From an optimization exercise on the open Yosys and OpenROAD flow, aimed at small area and a short achievable clock period; shortcuts taken in it are not production practice.
Where RTL was checked, it was by simulation tests only, not by an equivalence proof against the original.
Power and IR drop assume default switching activity.

Setup of run 1:
==> flow/design.v (excerpt) <==
module mecobo_core
(
  input  logic                        sys_clk,
  input  logic                        global_clock_reset,
  input  logic                        host_cs,
  input  logic                        host_wr,
  input  logic [7:0]                  host_addr,
  input  logic [15:0]                 host_wdata,
  output logic [15:0]                 host_rdata,
  output logic [8-1:0] pins
);
Size in the first run: about 52 I/O pins, about 69000 sq um of cells after synthesis.
==> flow/config.mk <==
export PLATFORM = sky130hd
export DESIGN_NAME = mecobo_core
export DESIGN_NICKNAME = mecobo_core
export VERILOG_FILES = /design/flow/design.v
export SDC_FILE = /design/flow/constraint.sdc
export NUM_CORES = 4
export LEC_CHECK = 0
export CAP_MARGIN = 20
export CORE_MARGIN = 2
export CORE_UTILIZATION = 55
export CTS_BUF_LIST = sky130_fd_sc_hd__clkbuf_8 sky130_fd_sc_hd__clkbuf_16
export CTS_CLUSTER_DIAMETER = 60
export CTS_CLUSTER_SIZE = 30
export PLACE_DENSITY = 0.7
export SETUP_SLACK_MARGIN = 3.4
export SLEW_MARGIN = 20
==> flow/constraint.sdc <==
create_clock -name core_clock -period 6.0 [get_ports {sys_clk}]
set_input_delay 1.2000 -clock core_clock [delete_from_list [all_inputs] [get_ports {sys_clk}]]
set_output_delay 1.2000 -clock core_clock [all_outputs]
set_load 0.01 [all_outputs]
run.sh (not shown) runs the stock make flow with config.mk's settings and CLKGATE_MAP_FILE= SYNTH_SCRIPT=/design/flow/synth_recipe.tcl, a recipe that flattens the netlist after the stock synthesis.
Relative to run 1, the following input files were edited for run 2:
Settings: swapping sky130_fd_sc_hd__clkbuf_8 sky130_fd_sc_hd__clkbuf_16 for sky130_fd_sc_hd__clkbuf_16 in CTS_BUF_LIST.
## What came out
Taking run 1 as the reference, in run 2 final area about even; power about even. Compared with run 1, run 2 shows a higher slack of the worst reg-to-reg path. Diff run 1..run 2 | post-CTS setup buffer count | unchanged.
The inputs of run 3 differ from those of run 2 as listed below.
Settings: SYNTH_HIERARCHICAL: unset -> 1; SYNTH_MINIMUM_KEEP_SIZE: unset -> 0; TNS_END_PERCENT: unset -> 20.
==> results.txt <==
[run 3 vs run 2] number of resized instances in the post-cts repair step: lower in run 3
Between run 3 and run 2, the complex-gate fraction of the synthesized area does not differ in any meaningful way.
On run 3: number of nets in the finished design is about 2.4% lower than what run 2 gave.
Smallest hold slack on run 3 is ahead of run 2.
Run 3 and run 2 ended up with roughly the same clock share of power.
Compared to run 2, run 3 has share of total power consumed by net switching 0.27 points lower.
Comparing run 3 and run 2, the higher clock-buffer cell count is on run 3.
Changes in run 4 relative to run 3:
Settings: swapping 20 for 5 in SLEW_MARGIN; swapping 20 for 5 in CAP_MARGIN; clearing TNS_END_PERCENT, which used to be 20; clearing SYNTH_MINIMUM_KEEP_SIZE, which used to be 0; clearing SYNTH_HIERARCHICAL, which used to be 1.
## What came out
Compared with run 3, run 4 shows total standard cell area after synthesis lower by about 1.5%.
Each of the runs, namely run 4 and run 3, reached the end of the flow and came out clean.
Run 4 vs run 3 — core utilization rose 1.3 points.
Any difference in met1 layer wirelength in the final routing between run 4 and run 3 is small enough to ignore.
Run 3 and run 4 ended up with roughly the same share of power burned in the clock network.
Compared to run 3, run 4 has met2 demand-to-capacity share in global routing 3.5 points higher.
Cmp run 4 vs run 3: post-detailed-placement cell area lower in run 4
Fraction of synthesized cell area in xor and xnor cells essentially unchanged between run 3 and run 4.
The following lists how run 5 was set up differently from run 4:
Settings: SETUP_SLACK_MARGIN changed from 3.4 to 3.5; CAP_MARGIN changed from 5 to 20; SLEW_MARGIN changed from 5 to 20.
## What came out
Non-clock buffer count in run 5 vs run 4: down 3. Reported for run 4 and run 5, number of max-slew violations in the final report turned out identical to the last digit. On layout clock buffer count: between run 4 and run 5, it ends up lower for run 4. Estimated wirelength of the detail-placed design: run 5 lower than run 4. Compared to run 4, run 5 has synthesis-to-layout area growth 0.52 points higher. The via count reported for run 5 is lower than the one for run 4. When the final numbers for run 4 and run 5 were put side by side, the number of gates on the worst path with buffers counted turned out to be smaller in run 4. Instance area at placement: run 5 vs run 4 — no meaningful difference. Re worst setup slack: run 4 was higher than run 5. Of run 4 and run 5, the higher sequential share of cell area belongs to run 4. Comparing run 4 and run 5, share of the core filled with cells is lower on run 4.

---

mecobo_core, a different RTL version from the one above (not shown whole).
For scale: ~4900 cells after synthesis.
## mecobo_core
module mecobo_core
(
  input  logic                        sys_clk,
  input  logic                        global_clock_reset,
  input  logic                        host_cs,
  input  logic                        host_wr,
  input  logic [7:0]                  host_addr,
  input  logic [15:0]                 host_wdata,
  output logic [15:0]                 host_rdata,
  output logic [8-1:0] pins
);
==> flow/config.mk <==
export PLATFORM = sky130hd
export DESIGN_NAME = mecobo_core
export DESIGN_NICKNAME = mecobo_core
export VERILOG_FILES = /design/flow/design.v
export SDC_FILE = /design/flow/constraint.sdc
export NUM_CORES = 4
export LEC_CHECK = 0
export CAP_MARGIN = 20
export CORE_MARGIN = 2
export CORE_UTILIZATION = 70
export CTS_BUF_LIST = sky130_fd_sc_hd__clkbuf_16
export CTS_CLUSTER_DIAMETER = 60
export CTS_CLUSTER_SIZE = 30
export PLACE_DENSITY = 0.85
export SETUP_SLACK_MARGIN = 3.4
export SLEW_MARGIN = 20
==> flow/constraint.sdc <==
create_clock -name core_clock -period 6.0 [get_ports {sys_clk}]
set_input_delay 1.2000 -clock core_clock [delete_from_list [all_inputs] [get_ports {sys_clk}]]
set_output_delay 1.2000 -clock core_clock [all_outputs]
set_load 0.01 [all_outputs]
The starting point finished clean.
Next try:
==> flow/flow/run.sh (new file) <==
#!/bin/bash
# Standard layout, with the port buffers inserted as buf_4 cells instead of
# the buffer_ports default.
set -euo pipefail
bash standard.sh 'BUFFER_PORTS_ARGS=-buffer_cell sky130_fd_sc_hd__buf_4' finish > standard_flow.log 2>&1
==> flow/standard.sh (new file) <==
#!/bin/bash
# synth_recipe.tcl (not shown) runs the flow's synth.tcl, then flattens the netlist and writes it again
# the make line also repeats each setting of config.mk as NAME=value (left out here)
make -C /OpenROAD-flow-scripts/flow DESIGN_CONFIG=/design/flow/config.mk WORK_HOME=/design/flow/orfs CLKGATE_MAP_FILE= SYNTH_SCRIPT=/design/flow/synth_recipe.tcl "${@:-finish}"
- CORE_UTILIZATION: 70 -> 55
- PLACE_DENSITY: 0.85 -> 0.7
removed: flow/run.sh
Sequential share of layout area fell by 0.52 points.
Combinational power falls by about 4%.
Hold slack gains 0.017 ns.
Power goes up by 1.6%.
Register-to-register slack gets worse by 0.12 ns.
Clock power climbs by 4.2%.
Next try:
==> flow/run.sh (new file) <==
#!/bin/bash
# synth_recipe.tcl (not shown) runs the flow's synth.tcl, then flattens the netlist and writes it again
# the make line also repeats each setting of config.mk as NAME=value (left out here)
make -C /OpenROAD-flow-scripts/flow DESIGN_CONFIG=/design/flow/config.mk WORK_HOME=/design/flow/orfs CLKGATE_MAP_FILE= SYNTH_SCRIPT=/design/flow/synth_recipe.tcl finish
- SYNTH_HIERARCHICAL: unset -> 1
- SYNTH_MINIMUM_KEEP_SIZE: unset -> 0
removed: flow/flow/run.sh
removed: flow/standard.sh
Core utilization goes down by 0.45 points; non-clock buffer count goes up by 28; flip-flop and latch count stays the same.
Next try:
- SETUP_SLACK_MARGIN: 3.4 -> 3.6
- SYNTH_HIERARCHICAL: 1 -> unset
- SYNTH_MINIMUM_KEEP_SIZE: 0 -> unset
Effect:
- The new run finished with timing, DRC and antenna clean
- worst setup slack is worse by 0.065 ns
- sequential power hardly moves
- cell area came out lower slightly
- global-route usage came out higher by 1.3 points
- count of clock-buffer cells in the layout came out higher by 8
- cell count came out lower slightly
- fmax came out lower by a few percent
- die area came out lower by a few percent
- routed wire length barely changes
Next try:
- ABC_AREA: unset -> 1
- SETUP_SLACK_MARGIN: 3.6 -> 3.4
What happened: Flip-flop and latch count is unchanged. Count of clock-buffer cells in the layout is unchanged. Worst setup slack got worse by 0.012 ns. Fmax fell by 0.45%. Via count came out higher by 13%. Cell area goes up by 2.5%. Area after synthesis goes up by 4.5%. Register-to-register slack loses 0.07 ns. Combinational power climbs by 15%. Die area grows by 4.4%.
No run of this note included a check of the RTL's function; only the layout flow was run.

-- afterwards: timing with drivers on the ports --
The flow's constraints put no driver on any port. The routed layouts listed below were extracted and timed again, unchanged, in two steps. Step 1 assumes that a clkbuf_16 drives the clock port and a buf_2 every other input. Step 2 times the ports against the registers' clock, not the clock port: input delays grow and output delays shrink by t, the midpoint of the rising clock arrivals with the driver on. a / b / c = ideal / step 1 / step 2; a / b = the first two.
| run | t (ns) | setup WS [ns] | hold WS [ns] | latest minus earliest clock arrival (ns) | cell pins on the clock port's net |
|---|---|---|---|---|---|
| run 1 | 0.840 | 3.330 / 3.330 / 2.630 | 0.362 / 0.362 / 0.362 | 0.074 / 0.074 | 1 |
| run 2 | 0.830 | 3.358 / 3.344 / 2.623 | 0.360 / 0.360 / 0.360 | 0.070 / 0.070 | 1 |
| run 3 | 0.824 | 3.035 / 2.966 / 2.521 | 0.380 / 0.380 / 0.380 | 0.060 / 0.060 | 1 |
| run 4 | 0.833 | 3.418 / 3.342 / 2.640 | 0.359 / 0.359 / 0.359 | 0.071 / 0.071 | 1 |
| run 5 | 0.844 | 3.336 / 3.336 / 2.714 | 0.376 / 0.376 / 0.376 | 0.073 / 0.073 | 1 |
| the first run of note 2 | 0.810 | 3.249 / 3.249 / 2.471 | 0.367 / 0.367 / 0.367 | 0.067 / 0.067 | 1 |
| the second run of note 2 | 0.830 | 3.129 / 3.129 / 2.528 | 0.384 / 0.384 / 0.384 | 0.073 / 0.074 | 1 |
| the third run of note 2 | 0.828 | 3.394 / 3.360 / 2.604 | 0.374 / 0.374 / 0.374 | 0.086 / 0.086 | 1 |
| the fourth run of note 2 | 0.833 | 3.330 / 3.347 / 2.514 | 0.381 / 0.381 / 0.381 | 0.051 / 0.050 | 1 |
| the fifth run of note 2 | 0.854 | 3.318 / 3.318 / 2.585 | 0.380 / 0.380 / 0.380 | 0.076 / 0.076 | 1 |
After both steps setup and hold are still met in every run listed. For the fourth run of note 2, which loses most, drivers alone change the setup slack by +0.017 ns; drivers and shift together by -0.816 ns.
